From an optimization exercise on the open Yosys and OpenROAD flow, aimed at small area, a short achievable clock period and few clock cycles per item; shortcuts taken in it are not production practice.
Only simulation tests tie the RTL to the original design; equivalence was not proved.
No activity file was given, so power comes from the tool's default toggle rates.

<file path="design.v">
module dcache #(
  parameter int LINES = 16,
  parameter int WORDS = 4,
  parameter int EK    = 4    
) (
  input  logic        clk,
  input  logic        reset,
  input  logic        read,
  input  logic        write,
  input  logic [31:0] address,
  input  logic [31:0] data_in,
  output logic [31:0] data_out,
  output logic        hit,
  output logic        done,
  output logic        busy,
  output logic        mem_req,
  output logic        mem_we,
  output logic [31:0] mem_addr,
  output logic [31:0] mem_wdata,
  input  logic [31:0] mem_rdata,
  input  logic        mem_ack
);
  localparam int IDX = $clog2(LINES);
  localparam int TW  = 28 - IDX;
  localparam int HW  = WORDS / 2;    
  typedef enum logic [2:0] {
    IDLE = 3'b000, LOOK = 3'b001, LOOK2 = 3'b101, REFILL = 3'b011, WMEM = 3'b010,
    WDLY = 3'b110
  } state_t;
  state_t      state;
  logic        ph;        
  logic [31:2] ma;        
  logic [1:0]  roff;      
  logic        wfirst;    
  logic        pend;      
  logic [1:0]  pw;        
  logic [LINES-1:0]       valid;
  logic [EK-1:0]          tlow   [LINES];
  logic [TW-1:EK]         tslot0 [LINES/2];
  logic [TW-1:EK]         tslot1 [LINES/2];
  logic [HW-1:0][31:0]    slot0 [LINES];
  logic [HW-1:0][31:0]    slot1 [LINES];
  logic [IDX-1:0] ridx;
  logic [TW-1:0]  rtag;
  logic           lhit, last, unused_lsb;
  assign ridx = ma[3+IDX:4];
  assign rtag = ma[31:4+IDX];
  logic [LINES-1:0]       lsel;
  logic [LINES/2-1:0][1:0] tsl;   
  logic [HW-1:0]          hsel;
  logic                   late;   
  logic [TW-1:0]          tsel;
  logic [31:0]            rword;
  logic [HW-1:0][31:0]    rline;
  logic                   vsel;
  always_comb begin
    tsel = '0;
    rword = '0;
    vsel = 1'b0;
    rline = '0;
    for (int p = 0; p < LINES/2; p++)
      tsel[TW-1:EK] = tsel[TW-1:EK] | ({(TW-EK){tsl[p][0]}} & tslot0[p])
                                    | ({(TW-EK){tsl[p][1]}} & tslot1[p]);
    for (int i = 0; i < LINES; i++) begin
      tsel[EK-1:0] = tsel[EK-1:0] | ({EK{lsel[i]}} & tlow[i]);
      vsel = vsel | (lsel[i] & valid[i]);
      for (int h = 0; h < HW; h++)
        rline[h] = rline[h] | ({32{lsel[i]}} & slot0[i][h]);
    end
    for (int h = 0; h < HW; h++)
      rword = rword | ({32{hsel[h]}} & rline[h]);
  end
  assign lhit = vsel && (tsel == rtag);
  logic [IDX-1:0] aidx;
  logic           emiss;
  assign aidx  = address[3+IDX:4];
  assign emiss = !valid[aidx] || (tlow[aidx] != address[4+IDX+EK-1:4+IDX]);
  assign last = (ma[3:2] == roff);
  assign mem_addr = {ma, 2'b00};
  assign unused_lsb = ^address[1:0];
  logic          dnow;     
  logic [HW-1:0] ldir, lstg, ld;
  logic [HW-1:0][31:0] wbus;
  always_comb begin
    dnow = (state == REFILL) && mem_ack && (ma[3] != ph);
    for (int h = 0; h < HW; h++) begin
      ldir[h] = dnow && (ma[2] == h[0]);
      lstg[h] = pend && (pw[1] != ph) && (pw[0] == h[0]);
      ld[h]   = ldir[h] || lstg[h];
      wbus[h] = lstg[h] ? mem_wdata : mem_rdata;
    end
  end
  always_ff @(posedge clk or posedge reset) begin
    if (reset) begin
      state   <= IDLE;
      ph      <= 1'b0;
      busy    <= 1'b0;
      done    <= 1'b0;
      hit     <= 1'b0;
      mem_req <= 1'b0;
      pend    <= 1'b0;
      valid   <= '0;
    end else begin
      ph   <= !ph;
      done <= 1'b0;
      pend <= 1'b0;
      case (state)
        IDLE: begin
          hit  <= 1'b0;
          busy <= write | read;
          if (write) begin
            state   <= WMEM;
            mem_req <= 1'b1;
          end else if (read) begin
            if (emiss) begin
              state   <= REFILL;
              mem_req <= 1'b1;
            end else begin
              state <= LOOK;
            end
          end
        end
        LOOK: begin
          hit <= lhit;
          if (lhit) begin
            if (late) begin
              state <= LOOK2;
            end else begin
              done  <= 1'b1;
              busy  <= 1'b0;
              state <= IDLE;
            end
          end else begin
            mem_req <= 1'b1;
            state   <= REFILL;
          end
        end
        REFILL: begin
          valid[ridx] <= 1'b1;
          pend <= mem_ack && (ma[3] == ph);
          if (mem_ack && last) begin
            busy    <= 1'b0;
            mem_req <= 1'b0;
            done    <= 1'b1;
            state   <= IDLE;
          end
        end
        WMEM: begin
          hit  <= lhit;
          pend <= lhit;
          if (mem_ack) begin
            mem_req <= 1'b0;
            if (wfirst && lhit && (ma[3] != ph)) begin
              state <= WDLY;
            end else begin
              busy  <= 1'b0;
              done  <= 1'b1;
              state <= IDLE;
            end
          end
        end
        LOOK2: begin
          done  <= 1'b1;
          busy  <= 1'b0;
          state <= IDLE;
        end
        WDLY: begin
          pend  <= 1'b1;
          busy  <= 1'b0;
          done  <= 1'b1;
          state <= IDLE;
        end
        default: state <= IDLE;
      endcase
    end
  end
  always_ff @(posedge clk) begin
    wfirst <= (state == IDLE);
    if (state == REFILL || state == WMEM) pw <= ma[3:2];
    data_out <= (state == LOOK || state == LOOK2) ? rword : mem_rdata;
    for (int p = 0; p < LINES/2; p++) tsl[p] <= {tsl[p][0], tsl[p][1]};
    case (state)
      IDLE: begin
        lsel      <= LINES'(1) << address[3+IDX:4];
        tsl       <= LINES'(1) << {address[3+IDX:5], address[4] ^ !ph};
        hsel      <= HW'(1) << address[2];
        late      <= address[3] ^ !ph;
        ma        <= {address[31:4], write ? address[3:2] : address[3:2] + 2'd1};
        roff      <= address[3:2];
        mem_we    <= write;
        mem_wdata <= data_in;
      end
      REFILL: begin
        mem_wdata <= mem_rdata;
        if (mem_ack) ma[3:2] <= ma[3:2] + 2'd1;
      end
      default: ;
    endcase
  end
  always_ff @(posedge clk) begin
    for (int i = 0; i < LINES; i++)
      for (int h = 0; h < HW; h++) begin
        slot1[i][h] <= slot0[i][h];
        slot0[i][h] <= (lsel[i] && ld[h]) ? wbus[h] : slot1[i][h];
      end
    if (state == REFILL) tlow[ridx] <= rtag[EK-1:0];
    for (int p = 0; p < LINES/2; p++) begin
      tslot1[p] <= tslot0[p];
      tslot0[p] <= (state == REFILL && ridx[IDX-1:1] == (IDX-1)'(p) && ridx[0] != ph)
                   ? rtag[TW-1:EK] : tslot1[p];
    end
  end
endmodule
</file>
<file path="flow/run.sh">
#!/bin/bash
# The standard layout (standard.sh, unchanged synthesis and steps) with two
# settings passed through the environment:
#  - port buffers made from buf_4 cells instead of the resizer's default pick
#    (a slow clkdlybuf4s50_1 that later repair cannot resize across footprints);
set -o pipefail
export BUFFER_PORTS_ARGS="-buffer_cell sky130_fd_sc_hd__buf_4"
export SETUP_SLACK_MARGIN=5.4
bash standard.sh > standard.log 2>&1
</file>
<file path="standard.sh">
#!/bin/bash
# synth_recipe.tcl (not shown) runs the flow's synth.tcl, then flattens the netlist and writes it again
# the make line also repeats each setting of config.mk as NAME=value (left out here)
make -C /OpenROAD-flow-scripts/flow DESIGN_CONFIG=/design/flow/config.mk WORK_HOME=/design/flow/orfs CLKGATE_MAP_FILE= SYNTH_SCRIPT=/design/flow/synth_recipe.tcl "${@:-finish}"
</file>
<file path="config.mk">
export PLATFORM = sky130hd
export DESIGN_NAME = dcache
export DESIGN_NICKNAME = dcache
export VERILOG_FILES = /design/flow/design.v
export SDC_FILE = /design/flow/constraint.sdc
export NUM_CORES = 4
export LEC_CHECK = 0
export CAP_MARGIN = 20
export CORE_MARGIN = 2
export CORE_UTILIZATION = 50
export CTS_CLUSTER_DIAMETER = 100
export CTS_CLUSTER_SIZE = 30
export SLEW_MARGIN = 20
</file>
<file path="constraint.sdc">
create_clock -name core_clock -period 8.5 [get_ports {clk}]
set_input_delay 1.7000 -clock core_clock [delete_from_list [all_inputs] [get_ports {clk}]]
set_output_delay 1.7000 -clock core_clock [all_outputs]
set_load 0.01 [all_outputs]
</file>
==> impl_metrics.yaml, run 1 <==
global_route:
  grt-ovfl-total: 0
  grt_start_max_net_pins: 72
  track_usage: 0.294
  grt_pass1_vias: 49700
  grt_pass1_wl_mm: 341
  antenna_found_initial: 10
clocking:
  cts_buffers: 96
  ctsHoldBuffers: 0
  cts_tree: "done"
  cts_root_buf: "clkbuf_16"
  path_clk_slew_ps: 120
  clock_sinks: 2591
  clockBufferDepth: 3
  clock_latency_ps: 760
  htree_levels: 3
status:
  status: "timing/DRC/antenna clean"
sta:
  rsz0062_at_grt: "true"
  setup_viol: 0
  period_needed_ps: 3220
  setup-tns-final_ps: 0
  period_share: 0.379
  whs_ps: 345
  fin_skew_ps: 34.3
  worst_slew_pin_slew_ps: 1220
  hold_violations: 0
  maxSlewHeadroom: 0.181
  setup_slack_ps: 5280
  fmax_ghz: 0.310
  report.final.slew_viol_count: 0
worst_setup_path:
  crit_chain: "buf_6, a22o_1, a221oi_1, nand4_1, xor2_1, nor4_2, nand4_1, nor4_2, buf_4, mux2_1, a221o_1"
  slowest_delay_ps: 440
  regToRegSetupSlack_ps: 5280
  path_buf_inv: 2
  cpLargestDelayFamily: "simple AND/OR/NAND/NOR gates"
  crit_type: "flip-flop to flip-flop"
  cp_slowest_cell: "edfxtp_1"
  crit_required_ps: 9160
  cp.arrival_ps: 3880
  r2r_end: "state[1]$_DFFE_PP0P_"
  crit_fanout: 13
  r2r_cells: 11
  timing.rr.start: "lsel[1]$_SDFFCE_PP0P_"
  crit_cells: 11
  start_kind: "flip-flop"
  cp-end-kind: "flip-flop"
placed_design:
  numPortBuffers: 197
  hpwl_mm: 122
  gp_congestion: 0.811
  dp_slack_ps: 4210
routing:
  antenna_left: 0
  drtPass1Iterations: 5
  avgRoutedWirePerCell_um: 26.6
  drc: 0
  initialDrtViolationCount: 4640
  wirelength_mm: 235
  vias_per_cell: 5.80
  vias: 51300
die:
  ios: 202
  dieArea_um2: 157000
  start_util: 0.505
  placeableCoreArea_um2: 152000
  die_w_um: 396
  die_h_um: 396
  row_count: 143
layout:
  drive_above_1_share: 0.122
  nets: 6888
  nFillCells: 13200
  multi_input_area_um2: 22000
  regArea_um2: 53500
  area_growth_pct: 10.3
min_path:
  holdPathEnd: "slot1[11][20]$_DFF_P_"
  whs_path_depth: 0
  hp-start: "slot0[11][20]$_DFF_P_"
  min_path_type: "flip-flop to flip-flop"
yosys:
  syn_area_per_cell_um2: 11.4
  syn-cell-area_um2: 76900
  async_flop_share: 0.00965
  seq_area_frac_synth: 0.696
  synth_top_area_share: 0.629
  ys.flop_type: "dfxtp_1"
  synth_edf_count: 149
  synthTopCellsByArea: "dfxtp_1, o21ai_0, edfxtp_1"
  yosysWarningCount: 5
  synthDistinctLibCells: 60
  synth_cells: 6737
  ys_seq_elements: 2591
  netlist.top_cell.by_area: "dfxtp_1"
run:
  drv_cap: 0
pwr:
  peakVddDrop_uv: 222
  power.leakage_uw: 0.0332
  pwr_density_cell_nw_per_um2: 405
  finalPower_uw: 34300
[synthesized netlist by cell type (all sizes together) (2+ instances only)]
master,number
xor2,21
dfxtp,2417
a31oi,23
mux4,23
nor4,4
nor2,87
a22o,254
nand2b,7
edfxtp,149
a22oi,220
dfrtp,25
and3,4
or2,5
nor3,16
a21o,13
o22ai,2
and2,2
buf,108
or3,2
mux2i,70
mux2,161
o21ai,1081
nand4,74
clkbuf,393
a31o,3
nand3,70
nor3b,2
nand2,1184
xnor2,19
o211ai,2
a21oi,8
ha,5
inv,12
a221oi,257
[power breakdown]
part           switching, uW  internal (uW)
clock network           3640           2100
registers               2190          17500
logic                   5600           3280
total                  11400          22900
[registers in the layout (all words and copies together) (netlist names), 3 cells and up]
signal / cells
slot0: 1024
slot1: 1024
tslot0: 160
tslot1: 160
tlow: 64
data_out: 32
mem_wdata: 32
ma: 30
lsel: 16
tsl: 16
valid: 16
state: 3
[repair_timing]
item,CTS,global route
setup buffers,84,17
endpoints found under the setup margin,350,981
gates cloned,14,1
resized for setup,88,67
pin swaps,4,2
[kinds of logic after synthesis]
| kind of cell | after synthesis | synth area share |
|---|---|---|
| DFF | 2591 | 0.696 |
| AOI/OAI and AO/OA | 1871 | 0.156 |
| and+or+nand+nor | 1461 | 0.0766 |
| buffers and inverters | 514 | 0.0268 |
| muxes | 254 | 0.0398 |
| xor gates and xnor gates | 40 | 0.00456 |
| adders and majority gates | 5 | 0.000814 |
| other | 1 | 0.0000488 |
[placed cells by master, fill, tap and decap left out, types with 14 or more instances in the layout]
cell | synthesis | layout
dfrtp_1 | 25 | 24
xnor2_1 | 19 | 18
mux2i_1 | 70 | 58
a22o_1 | 254 | 254
a22oi_1 | 220 | 220
bufbuf_16 | 0 | 14
buf_4 | 6 | 369
a221oi_1 | 251 | 244
nand4_1 | 74 | 74
nand2_1 | 1184 | 1151
a31oi_1 | 23 | 22
nand2_8 | 0 | 20
clkbuf_1 | 392 | 22
mux2_2 | 160 | 160
edfxtp_1 | 149 | 149
clkbuf_16 | 0 | 97
nor2_1 | 87 | 83
o21ai_0 | 1030 | 1030
dfxtp_1 | 2417 | 2408
mux4_2 | 15 | 17
buf_6 | 8 | 45
o21ai_1 | 51 | 50
nand3_1 | 70 | 69
xor2_1 | 21 | 21
[cell type report]
| type | instances | share of cell area |
|---|---|---|
| Antenna cell | 3 | 0.0000885 |
| Clock buffer | 118 | 0.0293 |
| Clock inverter | 6 | 0.000796 |
| Inverter | 13 | 0.000575 |
| Multi-Input combinational cell | 3633 | 0.260 |
| Sequential cell | 2591 | 0.631 |
| Tap cell | 2030 | 0.0299 |
| Timing Repair Buffer | 447 | 0.0489 |
[through the flow]
stage | area (um2) | cells | util
after floorplan | 76900 | 6738 | -
after global placement | 80300 | 8598 | 0.527
after detailed placement | 80300 | 8598 | 0.527
after CTS | 84300 | 8820 | 0.554
after global routing | 84800 | 8838 | 0.557
final | 84800 | 8841 | 0.557
[layer usage]
metal / track usage / routed length, um / vias to the layer above
li1: - / - / 23600
met1: 0.437 / 109000 / 25500
met2: 0.446 / 102000 / 1840
met3: 0.0487 / 17900 / 309
met4: 0.0684 / 6000 / 6
met5: 0 / 42 / -
[worst max-delay path by stage]
stage,start,end,slack [ps]
floorplan,address[4],mem_req$_DFFE_PP0P_,4870
global placement,address[4],mem_req$_DFFE_PP0P_,4210
detailed placement,address[4],mem_req$_DFFE_PP0P_,4210
CTS,mem_wdata[9]$_DFFE_PP_,mem_wdata[9],5280
global route,lsel[10]$_SDFFCE_PN0P_,state[1]$_DFFE_PP0P_,5170
finish,lsel[1]$_SDFFCE_PP0P_,state[1]$_DFFE_PP0P_,5280
Testbench counts, summed over its fixed seeds: cycles 153,843, items 24,000.
==> inputs of run 2 (changes only) <==
--- a/config.mk
+++ b/config.mk
@@ -7,7 +7,7 @@
 export LEC_CHECK = 0
 export CAP_MARGIN = 20
 export CORE_MARGIN = 2
-export CORE_UTILIZATION = 50
+export CORE_UTILIZATION = 60
 export CTS_CLUSTER_DIAMETER = 100
-export CTS_CLUSTER_SIZE = 30
+export CTS_CLUSTER_SIZE = 20
 export SLEW_MARGIN = 20
==> run 2 against run 1 <==
First-iteration DRC count grew 20%; sequential share of layout area down 0.77 points; sequential power hardly changed; critical path depth decreased by 3; synthesized cell count stayed put; largest cell class unchanged.
==> impl_metrics.yaml, run 2 <==
status:
  status: "timing/DRC/antenna clean"
yosys:
  syn_area_per_cell_um2: 11.4
  ys_seq_elements: 2591
  syn-cell-area_um2: 76900
  synth_mux_area_frac: 0.0398
  synthTopCellsByArea: "dfxtp_1, o21ai_0, edfxtp_1"
  synthAdderAreaFrac: 0.000814
  synth_compound_area_frac: 0.156
  synth_edf_count: 149
  synth_top_area_share: 0.629
  synth.most_common_cell: "dfxtp_1"
  async_flop_share: 0.00965
  seq_area_frac_synth: 0.696
  yosysWarningCount: 5
  synth_common_cells: "dfxtp_1, nand2_1, o21ai_0, clkbuf_1, a22o_1"
  synth_cells: 6737
  synth-simple-area-share: 0.0766
  netlist.top_cell.by_area: "dfxtp_1"
  ys.flop_type: "dfxtp_1"
  synthDistinctLibCells: 60
  synth_top_family_by_area: "compound AO/OA/AOI/OAI gates"
  synth-xor-area-share: 0.00456
die:
  die_h_um: 362
  start_util: 0.604
  row_count: 131
  dieArea_um2: 131000
  placeableCoreArea_um2: 127000
  ios: 202
  die_w_um: 362
pwr:
  pwr_density_cell_nw_per_um2: 413
  power.leakage_uw: 0.0339
  peakVddDrop_uv: 253
layout:
  regArea_um2: 53500
  final_util: 0.675
  largestRegisters: "slot0: 1024 flops, slot1: 1024 flops"
  drive_above_1_share: 0.133
  nets: 6936
  final_area_um2: 85900
  nFillCells: 9845
  area_growth_pct: 11.7
  final_cell_mix: "dfxtp_1, nand2_1, o21ai_0"
  multi_input_area_um2: 22200
  final_common_cell: "dfxtp_1"
sta:
  period_share: 0.384
  setup-tns-final_ps: 0
  report.final.slew_viol_count: 0
  whs_ps: 342
  fmax_ghz: 0.306
  rsz0062_at_grt: "true"
  period_needed_ps: 3260
  hold_violations: 0
  setup_viol: 0
  worst_slew_pin_slew_ps: 1070
  maxSlewHeadroom: 0.285
  fin_skew_ps: 28.8
routing:
  drtPass1Iterations: 5
  initialDrtViolationCount: 5590
  avgRoutedWirePerCell_um: 26.9
  vias_per_cell: 6.04
  antenna_left: 0
  drc: 0
  wirelength_mm: 230
  vias: 51500
placed_design:
  gp_congestion: 0.849
  numPortBuffers: 197
  place_area_um2: 79800
  hpwl_mm: 116
clocking:
  cts_tree: "done"
  clock_sinks: 2591
  path_clk_slew_ps: 90
  clockBufferDepth: 3
  cts_buffers: 147
  clock_latency_ps: 810
  cts_root_buf: "clkbuf_16"
  ctsHoldBuffers: 0
  htree_levels: 4
global_route:
  grt_pass1_vias: 49800
  grt-ovfl-total: 0
  grt_start_max_net_pins: 65
  antenna_found_initial: 2
  track_usage: 0.348
  grt_pass1_wl_mm: 335
worst_setup_path:
  cp-end-kind: "flip-flop"
  path_buf_inv: 2
  crit_fanout: 6
  cpLargestDelayFamily: "multiplexers"
  crit_type: "input port to flip-flop"
  crit_required_ps: 9190
  path_common_cell: "mux4_2"
  slowest_delay_ps: 540
  cp.arrival_ps: 3960
  crit_chain: "buf_16, mux4_2, mux4_2, xor2_2, nor3_2, nand4b_1, buf_4, a221o_1"
  cp_slowest_cell: "mux4_2"
  start_kind: "input port"
run:
  drv_cap: 0
min_path:
  min_path_type: "flip-flop to flip-flop"
==> run 2: cell counts after synthesis <==
Identical to the previous run, type by type.
==> run 2: logic make-up (layout without fill, tap and decap cells) <==
group,count (synthesis),after routing
mux,254,254
simple gates,1461,1461
compound gates,1871,1871
fa+ha+maj,5,5
flops,2591,2591
buf+inv,514,637
xor+xnor,40,40
other cells,1,4
==> run 2: per-layer routing <==
metal  vias to the layer above  global-route usage  share of wire
li1                      23700                   -              -
met1                     25300               0.501           0.45
met2                      2014               0.541           0.45
met3                       355              0.0547          0.074
met4                         0               0.108          0.030
met5                         -                   0              0
==> run 2: final cells by class <==
| type | instances | share of cell area |
|---|---|---|
| sequential | 2591 | 0.623 |
| multi-input combinational | 3633 | 0.258 |
| timing repair buffer | 444 | 0.0483 |
| clock buffer | 175 | 0.0453 |
| tap | 1662 | 0.0242 |
| clock inverter | 5 | 0.000626 |
| inverter | 13 | 0.000568 |
| antenna | 2 | 0.0000583 |
==> run 2: worst paths after layout <==
path | from | endpoint | slack [ps] | cells past startpoint
worst max-delay path | address[4] | state[1]$_DFFE_PP0P_ | 5240 | 8
worst min-delay path | slot0[13][33]$_DFF_P_ | slot1[13][33]$_DFF_P_ | 340 | 0
worst max register to register | lsel[3]$_SDFFCE_PP0P_ | state[1]$_DFFE_PP0P_ | 5280 | 9
worst min register to register | slot0[13][33]$_DFF_P_ | slot1[13][33]$_DFF_P_ | 340 | 0
max in group asynchronous | reset | valid[1]$_DFFE_PP0P_ | 7140 | 2
min in group asynchronous | reset | state[1]$_DFFE_PP0P_ | 960 | 2
==> run 2: through the flow <==
stage          instances  total power, uW  worst slack [ps]
3_5_place_dp        8199            27700              3990
3_3_place_gp        8197            27300              4020
2_1_floorplan       6738            24000              4870
5_1_grt             8524            37200              5170
4_1_cts             8506            35200              5270
6_report            8525            35500              5240
==> run 2: repair_timing <==
item / 4_1_cts / 5_1_grt
cloned: 11 / 0
setup endpoints to repair: 1134 / 429
buffers inserted: 116 / 17
resized for setup: 97 / 66
pin swaps: 15 / 8
==> run 2: report_power, final <==
group	leakage, uW	total, uW	internal [uW]	switching, uW
registers	0.0217	19800	17500	2240
clock network	0.00193	7060	3230	3830
logic	0.0103	8670	3280	5390

==> static timing again, ports no longer ideal <==
The flow's constraints put no driver on any port. The routed layouts listed below were extracted and timed again, unchanged, in two steps. Step 1, drivers: a clkbuf_16 drives clk and a buf_2 each remaining input, both assumed. Step 2, shift: input delay + t, output delay - t, t = (earliest + latest rising clock arrival at the registers) / 2. This alone moves slack from input paths to output paths. a / b / c = ideal / step 1 / step 2; a / b = the first two.
| run | shift t [ns] | slack for setup (ns) | worst hold slack (ns) | worst setup path at the end |
|---|---|---|---|---|
| run 1 | 0.827 | 5.279 / 5.221 / 4.435 | 0.345 / 0.345 / 0.345 | input to register |
| run 2 | 0.881 | 5.237 / 5.174 / 4.293 | 0.342 / 0.342 / 0.342 | input to register |
After both steps every run listed still meets setup and hold. For run 2, which loses most, drivers alone change the setup slack by -0.063 ns; drivers and shift together by -0.944 ns.
